This design comes from an exercise in tuning for small area, a short achievable clock period and few clock cycles per item on the open sky130 flow, not from production work.
Function was checked by simulation only, so behaviour that the tests miss may differ from the original.
Power and IR drop assume default switching activity.

// gf2_split_mul
module gf2_split_mul (
	input  wire         clk,
	input  wire         rst,
	input  wire         in_valid,
	output logic        in_ready,
	input  wire  [47:0] a,
	input  wire  [47:0] b,
	output logic        out_valid,
	input  wire         out_ready,
	output logic [95:0] c
);
	logic out_take;
	assign out_take = !out_valid || out_ready;
	assign in_ready = out_take;
	always_ff @(posedge clk) begin
		if (rst) begin
			out_valid <= 1'b0;
		end else if (out_take) begin
			out_valid <= in_valid;
		end
	end
	clmul48_pipe u_mul (.clk(clk), .en(out_take), .a(a), .b(b), .p(c));
endmodule
Settings: LEC_CHECK=0, CAP_MARGIN=20, CORE_MARGIN=2, CORE_UTILIZATION=60, PLACE_DENSITY=0.8, SETUP_SLACK_MARGIN=2.0, SLEW_MARGIN=20, TNS_END_PERCENT=0; clock period 5.0 ns.
standard.sh (not shown) runs the stock make flow with config.mk's settings and CLKGATE_MAP_FILE= SYNTH_SCRIPT=/design/flow/synth_recipe.tcl, a recipe that flattens the netlist after the stock synthesis.
==> flow/flow/run.sh <==
#!/bin/bash
# Own layout flow: the standard flow (standard.sh) with the standard
# synthesis unchanged, then the layout steps with the delay cells
# (clkdlybuf4s*, dlygate*, dlymetal*) on the don't-use list, so that the
# port buffers and the timing repair use plain buffers instead.
set -euo pipefail
W=$(pwd)
bash standard.sh synth > "$W/flow_synth.log" 2>&1
DELAY_CELLS=""
for c in clkdlybuf4s15_1 clkdlybuf4s15_2 clkdlybuf4s18_1 clkdlybuf4s18_2 \
	clkdlybuf4s25_1 clkdlybuf4s25_2 clkdlybuf4s50_1 clkdlybuf4s50_2 \
	dlygate4sd1_1 dlygate4sd2_1 dlygate4sd3_1 \
	dlymetal6s2s_1 dlymetal6s4s_1 dlymetal6s6s_1; do
	DELAY_CELLS="$DELAY_CELLS sky130_fd_sc_hd__$c"
done
export DONT_USE_CELLS="${DELAY_CELLS# }"
bash standard.sh > "$W/flow_layout.log" 2>&1
The first run completed without violations.
Testbench counts at the start, summed over its fixed seeds: cycles 2,056, items 2,048.
Edit:
==> flow/run.sh (new file) <==
#!/bin/bash
# synth_recipe.tcl (not shown) runs the flow's synth.tcl, then flattens the netlist and writes it again
# the make line also repeats each setting of config.mk as NAME=value (left out here)
make -C /OpenROAD-flow-scripts/flow DESIGN_CONFIG=/design/flow/config.mk WORK_HOME=/design/flow/orfs CLKGATE_MAP_FILE= SYNTH_SCRIPT=/design/flow/synth_recipe.tcl finish
removed: flow/flow/run.sh
removed: flow/standard.sh
=>
- fmax stays the same
- power is unchanged
- final area stays the same
- core utilization is unchanged
Edit:
- PLACE_DENSITY: 0.8 -> default
Effect: Worst hold slack improves by 0.23 ns; routed wire length shrinks by 1.9%; combinational power barely changes.
Edit:
==> flow/flow/run.sh (new file) <==
#!/bin/bash
# Own layout flow: the standard flow (standard.sh) with the standard
# synthesis unchanged, then the layout steps with the delay cells
# (clkdlybuf4s*, dlygate*, dlymetal*) added to the don't-use list, so that
# the port buffers and the timing repair use plain buffers instead.
set -euo pipefail
W=$(pwd)
bash standard.sh synth > "$W/flow_synth.log" 2>&1
DELAY_CELLS=""
for c in clkdlybuf4s15_1 clkdlybuf4s15_2 clkdlybuf4s18_1 clkdlybuf4s18_2 \
	clkdlybuf4s25_1 clkdlybuf4s25_2 clkdlybuf4s50_1 clkdlybuf4s50_2 \
	dlygate4sd1_1 dlygate4sd2_1 dlygate4sd3_1 \
	dlymetal6s2s_1 dlymetal6s4s_1 dlymetal6s6s_1; do
	DELAY_CELLS="$DELAY_CELLS sky130_fd_sc_hd__$c"
done
# The design config is read before the platform's, whose list is added to this one.
{ cat "$W/config.mk"; echo "export DONT_USE_CELLS =$DELAY_CELLS"; } > "$W/own_config.mk"
sed "s|DESIGN_CONFIG=[^ ]*|DESIGN_CONFIG=$W/own_config.mk|" "$W/standard.sh" > "$W/own_standard.sh"
grep -q "DESIGN_CONFIG=$W/own_config.mk" "$W/own_standard.sh"
bash "$W/own_standard.sh" > "$W/flow_layout.log" 2>&1
==> flow/standard.sh (new file) <==
#!/bin/bash
# synth_recipe.tcl (not shown) runs the flow's synth.tcl, then flattens the netlist and writes it again
# the make line also repeats each setting of config.mk as NAME=value (left out here)
make -C /OpenROAD-flow-scripts/flow DESIGN_CONFIG=/design/flow/config.mk WORK_HOME=/design/flow/orfs CLKGATE_MAP_FILE= SYNTH_SCRIPT=/design/flow/synth_recipe.tcl "${@:-finish}"
- PLACE_DENSITY: default -> 0.8
removed: flow/run.sh
After rerunning: First-iteration DRC count drops by a few percent; fmax went up by a little under a tenth; worst setup slack improves by 0.28 ns; synthesized cell count stays the same; register-to-register slack improved by 0.30 ns; routed wire length is about the same; sequential power stays flat.

==> what the ideal ports hide <==
The flow's constraints put no driver on any port. The routed layouts listed below were extracted and timed again, unchanged, in two steps.
Step 1 sets driving cells, clkbuf_16 on the clock port and buf_2 on the other inputs (assumed; they add their load-dependent delay and slew).
Step 2 times the ports against the registers' clock, not the clock port: input delays grow and output delays shrink by t, the midpoint of the rising clock arrivals with the driver on.
Three values: no drivers, after step 1, after step 2; two values: the first two.
| run | t, ns | slack for setup (ns) | clock arrival spread, ns |
|---|---|---|---|
| the first run | 0.480 | 1.606 / 1.635 / 1.154 | 0.015 / 0.015 |
| the second run | 0.480 | 1.606 / 1.635 / 1.154 | 0.015 / 0.015 |
| the third run | 0.475 | 1.496 / 1.528 / 1.053 | 0.010 / 0.010 |
| the fourth run | 0.473 | 1.774 / 1.803 / 1.330 | 0.012 / 0.012 |
After both steps setup and hold are still met in every run listed.
